What follows belongs to an exercise in optimizing a design on an open flow for small area; a production flow would make more cautious choices. The RTL was checked by simulation tests, not by an equivalence proof against the original design. Power is estimated from default activity; no workload was simulated.

==> branch umber: inputs <==
==> flow/design.v <==
package rv32_regfile_pkg;
    localparam int unsigned DATA_WIDTH = 32;
    localparam int unsigned ADDR_WIDTH = 5;
    localparam int unsigned NUM_REGS   = 2 ** ADDR_WIDTH;
    localparam int unsigned ZERO_REG   = 0;
    typedef logic [ADDR_WIDTH-1:0] reg_addr_t;
    typedef logic [DATA_WIDTH-1:0] reg_data_t;
endpackage
module rv32_regfile_read_port (
    input  logic [31:1] sel_n,
    input  logic [31:1] bits,
    output logic        data_n
);
    logic [15:0] pair_n;   
    for (genvar k = 0; k < 15; k++) begin : g_pairs
        rv32_regfile_oai22 u_pair (
            .a1 (sel_n[2*k+1]), .a2 (bits[2*k+1]),
            .b1 (sel_n[2*k+2]), .b2 (bits[2*k+2]),
            .y  (pair_n[k])
        );
    end
    rv32_regfile_nor2 u_last (.a (sel_n[31]), .b (bits[31]), .y (pair_n[15]));
    rv32_regfile_nand16n u_out (.a_n (pair_n), .y (data_n));
endmodule
module rv32_regfile_oai22 (
    input  logic a1, a2, b1, b2,
    output logic y
);
    assign y = !((a1 | a2) & (b1 | b2));
endmodule
module rv32_regfile_nor2 (
    input  logic a, b,
    output logic y
);
    assign y = !(a | b);
endmodule
module rv32_regfile_nand16n (
    input  logic [15:0] a_n,
    output logic        y
);
    logic [3:0] group;
    for (genvar g = 0; g < 4; g++) begin : g_groups
        assign group[g] = !(|a_n[4*g +: 4]);
    end
    assign y = !(&group);
endmodule
module rv32_regfile_nand3 (
    input  logic a, b, c,
    output logic y
);
    assign y = !(a & b & c);
endmodule
module rv32_regfile_read_decode (
    input  logic [4:0]  addr,
    input  logic [31:1] valid,
    output logic [31:1] sel_n
);
    logic [3:0] lo;
    logic [7:0] hi;
    for (genvar k = 0; k < 4; k++) begin : g_lo
        assign lo[k] = (addr[1:0] == 2'(k));
    end
    for (genvar m = 0; m < 8; m++) begin : g_hi
        assign hi[m] = (addr[4:2] == 3'(m));
    end
    for (genvar i = 1; i < 32; i++) begin : g_rows
        rv32_regfile_nand3 u_sel (.a (valid[i]), .b (lo[i % 4]), .c (hi[i / 4]), .y (sel_n[i]));
    end
endmodule
module rv32_register_file #(
    parameter int unsigned DATA_WIDTH = rv32_regfile_pkg::DATA_WIDTH,
    parameter int unsigned ADDR_WIDTH = rv32_regfile_pkg::ADDR_WIDTH
) (
    input  logic                  clk,
    input  logic                  reset,
    input  logic [ADDR_WIDTH-1:0] r1Address,
    input  logic [ADDR_WIDTH-1:0] r2Address,
    output logic [DATA_WIDTH-1:0] r1Data,
    output logic [DATA_WIDTH-1:0] r2Data,
    input  logic                  writeRegister,
    input  logic [ADDR_WIDTH-1:0] writeAddress,
    input  logic [DATA_WIDTH-1:0] writeData
);
    localparam int unsigned NumRegs = 1 << ADDR_WIDTH;
    logic [DATA_WIDTH-1:0][NumRegs-1:1] regs_t;
    logic [NumRegs-1:1]                 valid, we, sel1_n, sel2_n;
    rv32_regfile_write_decode u_wdec (
        .en   (writeRegister),
        .addr (writeAddress),
        .we   (we)
    );
    rv32_regfile_read_decode u_r1dec (
        .addr  (r1Address),
        .valid (valid),
        .sel_n (sel1_n)
    );
    rv32_regfile_read_decode u_r2dec (
        .addr  (r2Address),
        .valid (valid),
        .sel_n (sel2_n)
    );
    for (genvar i = 1; i < NumRegs; i++) begin : g_regs
        logic                  valid_q;
        logic [DATA_WIDTH-1:0] data_q;
        always_ff @(posedge clk or posedge reset) begin
            if (reset) begin
                valid_q <= 1'b0;
            end else if (we[i]) begin
                valid_q <= 1'b1;
            end
        end
        always_ff @(posedge clk) begin
            if (we[i]) begin
                data_q <= ~writeData;
            end
        end
        for (genvar j = 0; j < DATA_WIDTH; j++) begin : g_bits
            assign regs_t[j][i] = data_q[j];
        end
        assign valid[i] = valid_q;
    end
    for (genvar j = 0; j < DATA_WIDTH; j++) begin : g_cols
        rv32_regfile_read_port u_r1 (
            .sel_n (sel1_n),
            .bits  (regs_t[j]),
            .data_n (r1Data[j])
        );
        rv32_regfile_read_port u_r2 (
            .sel_n (sel2_n),
            .bits  (regs_t[j]),
            .data_n (r2Data[j])
        );
    end
endmodule
module rv32_regfile_write_decode (
    input  logic        en,
    input  logic [4:0]  addr,
    output logic [31:1] we
);
    logic [3:0] lo_n;
    logic [7:0] hi_n;
    for (genvar k = 0; k < 4; k++) begin : g_lo
        assign lo_n[k] = !(en && (addr[1:0] == 2'(k)));
    end
    for (genvar m = 0; m < 8; m++) begin : g_hi
        assign hi_n[m] = !(addr[4:2] == 3'(m));
    end
    for (genvar i = 1; i < 32; i++) begin : g_rows
        rv32_regfile_nor2 u_we (.a (lo_n[i % 4]), .b (hi_n[i / 4]), .y (we[i]));
    end
endmodule
==> flow/flow/run.sh <==
#!/bin/bash
set -euo pipefail
export BUFFER_PORTS_ARGS="-buffer_cell sky130_fd_sc_hd__buf_2"
export CTS_ARGS="-sink_clustering_enable -repair_clock_nets -dont_use_dummy_load -buf_list sky130_fd_sc_hd__clkbuf_16 -sink_clustering_size 28 -sink_clustering_max_diameter 100"
bash standard.sh finish > standard.log 2>&1
==> flow/standard.sh <==
#!/bin/bash
# synth_recipe.tcl (not shown) runs the flow's synth.tcl, then flattens the netlist and writes it again
# the make line also repeats each setting of config.mk as NAME=value (left out here)
make -C /OpenROAD-flow-scripts/flow DESIGN_CONFIG=/design/flow/config.mk WORK_HOME=/design/flow/orfs CLKGATE_MAP_FILE= SYNTH_SCRIPT=/design/flow/synth_recipe.tcl "${@:-finish}"
==> flow/config.mk <==
export PLATFORM = sky130hd
export DESIGN_NAME = rv32_register_file
export DESIGN_NICKNAME = rv32_register_file
export VERILOG_FILES = /design/flow/design.v
export SDC_FILE = /design/flow/constraint.sdc
export NUM_CORES = 4
export LEC_CHECK = 0
export CAP_MARGIN = 20
export CORE_MARGIN = 2
export CORE_UTILIZATION = 62
export SLEW_MARGIN = 20
export SYNTH_HIERARCHICAL = 1
export SYNTH_MINIMUM_KEEP_SIZE = 0
==> flow/constraint.sdc <==
create_clock -name core_clock -period 6.0 [get_ports {clk}]
set_input_delay 1.2000 -clock core_clock [delete_from_list [all_inputs] [get_ports {clk}]]
set_output_delay 1.2000 -clock core_clock [all_outputs]
set_load 0.01 [all_outputs]
==> branch sierra (differences from branch umber) <==
==> flow/design.v, changed modules only <==
module rv32_register_file #(
    parameter int unsigned DATA_WIDTH = rv32_regfile_pkg::DATA_WIDTH,
    parameter int unsigned ADDR_WIDTH = rv32_regfile_pkg::ADDR_WIDTH
) (
    input  logic                  clk,
    input  logic                  reset,
    input  logic [ADDR_WIDTH-1:0] r1Address,
    input  logic [ADDR_WIDTH-1:0] r2Address,
    output logic [DATA_WIDTH-1:0] r1Data,
    output logic [DATA_WIDTH-1:0] r2Data,
    input  logic                  writeRegister,
    input  logic [ADDR_WIDTH-1:0] writeAddress,
    input  logic [DATA_WIDTH-1:0] writeData
);
    localparam int unsigned NumRegs = 1 << ADDR_WIDTH;
    logic [DATA_WIDTH-1:0][NumRegs-1:1] regs_t;
    logic [NumRegs-1:1]                 sel1_n, sel2_n;
    for (genvar i = 1; i < NumRegs; i++) begin : g_regs
        logic                  we;
        logic                  valid_q;
        logic [DATA_WIDTH-1:0] data_q;
        assign we = writeRegister && (writeAddress == ADDR_WIDTH'(i));
        always_ff @(posedge clk or posedge reset) begin
            if (reset) begin
                valid_q <= 1'b0;
            end else if (we) begin
                valid_q <= 1'b1;
            end
        end
        always_ff @(posedge clk) begin
            if (we) begin
                data_q <= ~writeData;
            end
        end
        for (genvar j = 0; j < DATA_WIDTH; j++) begin : g_bits
            assign regs_t[j][i] = data_q[j];
        end
        assign sel1_n[i] = !(valid_q && (r1Address == ADDR_WIDTH'(i)));
        assign sel2_n[i] = !(valid_q && (r2Address == ADDR_WIDTH'(i)));
    end
    for (genvar j = 0; j < DATA_WIDTH; j++) begin : g_cols
        rv32_regfile_read_port u_r1 (
            .sel_n (sel1_n),
            .bits  (regs_t[j]),
            .data_n (r1Data[j])
        );
        rv32_regfile_read_port u_r2 (
            .sel_n (sel2_n),
            .bits  (regs_t[j]),
            .data_n (r2Data[j])
        );
    end
endmodule
// module rv32_regfile_nand3 removed
// module rv32_regfile_read_decode removed
// module rv32_regfile_write_decode removed
CAP_MARGIN = 10   (was 20)
CORE_UTILIZATION = 50   (was 62)
GPL_TIMING_DRIVEN = 0   (was not set)
SLEW_MARGIN = 10   (was 20)
==> branch nickel (differences from branch umber) <==
PLACE_DENSITY = 0.85   (was not set)
==> notes.md <==
- Branch nickel completed without violations. Branch umber finished clean. Branch sierra ran to the end with no violations.
- Cell area, lowest first: branch nickel, branch umber, branch sierra.
- In synthesized area, branch nickel and branch umber do not differ.
- Against branch nickel, the setup slack of branch sierra is worse by 220 ps.
- Clock skew is the same in branch umber and branch nickel.
- Between branch sierra and branch nickel, the lower clock power is in branch nickel (gap about 1%, measured against branch nickel).

* * *

==> xenon: inputs <==
RTL: the design.v shown in full above, as it stands there.
==> flow/config.mk <==
export PLATFORM = sky130hd
export DESIGN_NAME = rv32_register_file
export DESIGN_NICKNAME = rv32_register_file
export VERILOG_FILES = /design/flow/design.v
export SDC_FILE = /design/flow/constraint.sdc
export NUM_CORES = 4
export LEC_CHECK = 0
export CAP_MARGIN = 20
export CORE_MARGIN = 2
export CORE_UTILIZATION = 62
export PLACE_DENSITY = 0.75
export SLEW_MARGIN = 20
export SYNTH_HIERARCHICAL = 1
export SYNTH_MINIMUM_KEEP_SIZE = 0
==> flow/constraint.sdc <==
create_clock -name core_clock -period 6.0 [get_ports {clk}]
set_input_delay 1.2000 -clock core_clock [delete_from_list [all_inputs] [get_ports {clk}]]
set_output_delay 1.2000 -clock core_clock [all_outputs]
set_load 0.01 [all_outputs]
standard.sh (not shown) runs the stock make flow with config.mk's settings and CLKGATE_MAP_FILE= SYNTH_SCRIPT=/design/flow/synth_recipe.tcl, a recipe that flattens the netlist after the stock synthesis.
==> flow/flow/run.sh <==
#!/bin/bash
set -euo pipefail
export BUFFER_PORTS_ARGS="-buffer_cell sky130_fd_sc_hd__buf_2"
export CTS_ARGS="-sink_clustering_enable -repair_clock_nets -dont_use_dummy_load -buf_list sky130_fd_sc_hd__clkbuf_16 -sink_clustering_size 28 -sink_clustering_max_diameter 100"
bash standard.sh finish > standard.log 2>&1
==> juniper: changes against xenon <==
--- a/flow/design.v
+++ b/flow/design.v
@@ -44,29 +44,6 @@
     end
     assign y = !(&group);
 endmodule
-module rv32_regfile_nand3 (
-    input  logic a, b, c,
-    output logic y
-);
-    assign y = !(a & b & c);
-endmodule
-module rv32_regfile_read_decode (
-    input  logic [4:0]  addr,
-    input  logic [31:1] valid,
-    output logic [31:1] sel_n
-);
-    logic [3:0] lo;
-    logic [7:0] hi;
-    for (genvar k = 0; k < 4; k++) begin : g_lo
-        assign lo[k] = (addr[1:0] == 2'(k));
-    end
-    for (genvar m = 0; m < 8; m++) begin : g_hi
-        assign hi[m] = (addr[4:2] == 3'(m));
-    end
-    for (genvar i = 1; i < 32; i++) begin : g_rows
-        rv32_regfile_nand3 u_sel (.a (valid[i]), .b (lo[i % 4]), .c (hi[i / 4]), .y (sel_n[i]));
-    end
-endmodule
 module rv32_register_file #(
     parameter int unsigned DATA_WIDTH = rv32_regfile_pkg::DATA_WIDTH,
     parameter int unsigned ADDR_WIDTH = rv32_regfile_pkg::ADDR_WIDTH
@@ -83,41 +60,29 @@
 );
     localparam int unsigned NumRegs = 1 << ADDR_WIDTH;
     logic [DATA_WIDTH-1:0][NumRegs-1:1] regs_t;
-    logic [NumRegs-1:1]                 valid, we, sel1_n, sel2_n;
-    rv32_regfile_write_decode u_wdec (
-        .en   (writeRegister),
-        .addr (writeAddress),
-        .we   (we)
-    );
-    rv32_regfile_read_decode u_r1dec (
-        .addr  (r1Address),
-        .valid (valid),
-        .sel_n (sel1_n)
-    );
-    rv32_regfile_read_decode u_r2dec (
-        .addr  (r2Address),
-        .valid (valid),
-        .sel_n (sel2_n)
-    );
+    logic [NumRegs-1:1]                 sel1_n, sel2_n;
     for (genvar i = 1; i < NumRegs; i++) begin : g_regs
+        logic                  we;
         logic                  valid_q;
         logic [DATA_WIDTH-1:0] data_q;
+        assign we = writeRegister && (writeAddress == ADDR_WIDTH'(i));
         always_ff @(posedge clk or posedge reset) begin
             if (reset) begin
                 valid_q <= 1'b0;
-            end else if (we[i]) begin
+            end else if (we) begin
                 valid_q <= 1'b1;
             end
         end
         always_ff @(posedge clk) begin
-            if (we[i]) begin
+            if (we) begin
                 data_q <= ~writeData;
             end
         end
         for (genvar j = 0; j < DATA_WIDTH; j++) begin : g_bits
             assign regs_t[j][i] = data_q[j];
         end
-        assign valid[i] = valid_q;
+        assign sel1_n[i] = !(valid_q && (r1Address == ADDR_WIDTH'(i)));
+        assign sel2_n[i] = !(valid_q && (r2Address == ADDR_WIDTH'(i)));
     end
     for (genvar j = 0; j < DATA_WIDTH; j++) begin : g_cols
         rv32_regfile_read_port u_r1 (
@@ -132,20 +97,3 @@
         );
     end
 endmodule
-module rv32_regfile_write_decode (
-    input  logic        en,
-    input  logic [4:0]  addr,
-    output logic [31:1] we
-);
-    logic [3:0] lo_n;
-    logic [7:0] hi_n;
-    for (genvar k = 0; k < 4; k++) begin : g_lo
-        assign lo_n[k] = !(en && (addr[1:0] == 2'(k)));
-    end
-    for (genvar m = 0; m < 8; m++) begin : g_hi
-        assign hi_n[m] = !(addr[4:2] == 3'(m));
-    end
-    for (genvar i = 1; i < 32; i++) begin : g_rows
-        rv32_regfile_nor2 u_we (.a (lo_n[i % 4]), .b (hi_n[i / 4]), .y (we[i]));
-    end
-endmodule
==> flow/flow/run.sh (replaced) <==
#!/bin/bash
set -euo pipefail
export BUFFER_PORTS_ARGS="-buffer_cell sky130_fd_sc_hd__buf_2"
export CTS_ARGS="-sink_clustering_enable -repair_clock_nets -dont_use_dummy_load -buf_list {sky130_fd_sc_hd__clkbuf_8 sky130_fd_sc_hd__clkbuf_16} -sink_clustering_size 16 -sink_clustering_max_diameter 50"
bash standard.sh finish > standard.log 2>&1
CORE_UTILIZATION = 50   (was 62)
PLACE_DENSITY = default   (was 0.75)
==> quartz: changes against xenon <==
==> flow/design.v (replaced) <==
package rv32_regfile_pkg;
    localparam int unsigned DATA_WIDTH = 32;
    localparam int unsigned ADDR_WIDTH = 5;
    localparam int unsigned NUM_REGS   = 2 ** ADDR_WIDTH;
    localparam int unsigned ZERO_REG   = 0;
    typedef logic [ADDR_WIDTH-1:0] reg_addr_t;
    typedef logic [DATA_WIDTH-1:0] reg_data_t;
endpackage
module rv32_regfile_read_port #(
    parameter int unsigned DATA_WIDTH = rv32_regfile_pkg::DATA_WIDTH,
    parameter int unsigned ADDR_WIDTH = rv32_regfile_pkg::ADDR_WIDTH
) (
    input  logic [ADDR_WIDTH-1:0]                            addr,
    input  logic [(1 << ADDR_WIDTH)-1:0][DATA_WIDTH-1:0]     regs,
    output logic [DATA_WIDTH-1:0]                            data
);
    always_comb begin
        data = regs[addr];
        if (addr == ADDR_WIDTH'(rv32_regfile_pkg::ZERO_REG)) begin
            data = '0;
        end
    end
endmodule
module rv32_register_file #(
    parameter int unsigned DATA_WIDTH = rv32_regfile_pkg::DATA_WIDTH,
    parameter int unsigned ADDR_WIDTH = rv32_regfile_pkg::ADDR_WIDTH
) (
    input  logic                  clk,
    input  logic                  reset,
    input  logic [ADDR_WIDTH-1:0] r1Address,
    input  logic [ADDR_WIDTH-1:0] r2Address,
    output logic [DATA_WIDTH-1:0] r1Data,
    output logic [DATA_WIDTH-1:0] r2Data,
    input  logic                  writeRegister,
    input  logic [ADDR_WIDTH-1:0] writeAddress,
    input  logic [DATA_WIDTH-1:0] writeData
);
    localparam int unsigned NumRegs = 1 << ADDR_WIDTH;
    logic [NumRegs-1:0][DATA_WIDTH-1:0] regs;
    assign regs[rv32_regfile_pkg::ZERO_REG] = '0;
    for (genvar i = 1; i < NumRegs; i++) begin : g_regs
        logic [DATA_WIDTH-1:0] data_q;
        always_ff @(posedge clk or posedge reset) begin
            if (reset) begin
                data_q <= '0;
            end else if (writeRegister && (writeAddress == ADDR_WIDTH'(i))) begin
                data_q <= writeData;
            end
        end
        assign regs[i] = data_q;
    end
    rv32_regfile_read_port #(
        .DATA_WIDTH (DATA_WIDTH),
        .ADDR_WIDTH (ADDR_WIDTH)
    ) u_read_port1 (
        .addr       (r1Address),
        .regs       (regs),
        .data       (r1Data)
    );
    rv32_regfile_read_port #(
        .DATA_WIDTH (DATA_WIDTH),
        .ADDR_WIDTH (ADDR_WIDTH)
    ) u_read_port2 (
        .addr       (r2Address),
        .regs       (regs),
        .data       (r2Data)
    );
endmodule
==> flow/run.sh (new file) <==
#!/bin/bash
# synth_recipe.tcl (not shown) runs the flow's synth.tcl, then flattens the netlist and writes it again
# the make line also repeats each setting of config.mk as NAME=value (left out here)
make -C /OpenROAD-flow-scripts/flow DESIGN_CONFIG=/design/flow/config.mk WORK_HOME=/design/flow/orfs CLKGATE_MAP_FILE= SYNTH_SCRIPT=/design/flow/synth_recipe.tcl finish
CORE_UTILIZATION = 40   (was 62)
PLACE_DENSITY = default   (was 0.75)
SYNTH_HIERARCHICAL = default   (was 1)
SYNTH_MINIMUM_KEEP_SIZE = default   (was 0)
removed: flow/flow/run.sh
removed: flow/standard.sh
==> comparison <==
Setup slack, highest first: juniper, quartz, xenon. Synthesized area, lowest first: xenon, juniper, quartz. Non-clock buffer count: quartz > xenon > juniper. Of xenon and quartz, quartz has the higher sequential power (gap about 10%, measured against quartz). Against xenon, the fmax of juniper is larger by about 1.8%. In sequential cell count, xenon and juniper do not differ.
==> figures <==
| item | quartz | juniper | xenon |
|---|---|---|---|
| Netlist area before placement | 0.05335 mm2 | 0.04004 mm2 | 0.03982 mm2 |
| Run status | finished clean | finished clean | finished clean |
| Number of cells in the finished layout apart from fillers | 5853 | 3973 | 3702 |
| Number of sequential cells in the layout | 992 | 1023 | 1023 |
| Die Span X | 369.2 um | 287.0 um | 257.4 um |
| Core region area | 0.1320 mm2 | 0.07913 mm2 | 0.06331 mm2 |
| First-pass DRT Iterations | 6 | 8 | 9 |
| Final standard cell area without fillers | 0.06017 mm2 | 0.04623 mm2 | 0.04427 mm2 |
| Critical Path Most Common Cell | - | sky130_fd_sc_hd__buf_2 | sky130_fd_sc_hd__buf_2 |
| Number of cells produced by synthesis | 4055 | 2589 | 2560 |
| Worst slack at placement | 536.2 ps | 816.6 ps | 866.8 ps |
| Total nets after synthesis | 4105 | 2639 | 2610 |
| Simple logic cell fraction of the synthesized area | 0.03009 | 0.07446 | 0.07852 |
| Sequential cell area | 0.02482 mm2 | 0.03056 mm2 | 0.03056 mm2 |

## re-timing with driven ports
No port has a modelled driver above. Below, the same layouts with a new extraction and two added sets of constraints.
Step 1 assumes that a clkbuf_16 drives the clock port and a buf_2 every other input.
Step 2, shift: input delay + t, output delay - t, t = (earliest + latest rising clock arrival at the registers) / 2. This alone moves slack from input paths to output paths.
a / b / c = ideal ports / drivers / drivers and shift; a / b = the first two.
run	t, ns	setup WS [ns]	worst slew at a driven data input, ns	pins driven straight from the clock port
branch umber	0.677	0.648 / 0.625 / 0.625	0.08	1
branch sierra	0.698	0.314 / 0.283 / 0.283	0.07	1
branch nickel	0.684	0.530 / 0.506 / 0.506	0.08	1
xenon	0.693	0.466 / 0.445 / 0.445	0.05	1
juniper	0.724	0.564 / 0.539 / 0.539	0.08	1
quartz	0.782	0.504 / 0.475 / 0.475	0.14	1
After both steps every run listed still meets setup and hold. The setup slack of branch sierra, which loses most, moves by -0.031 ns with the drivers and by -0.031 ns with both steps.
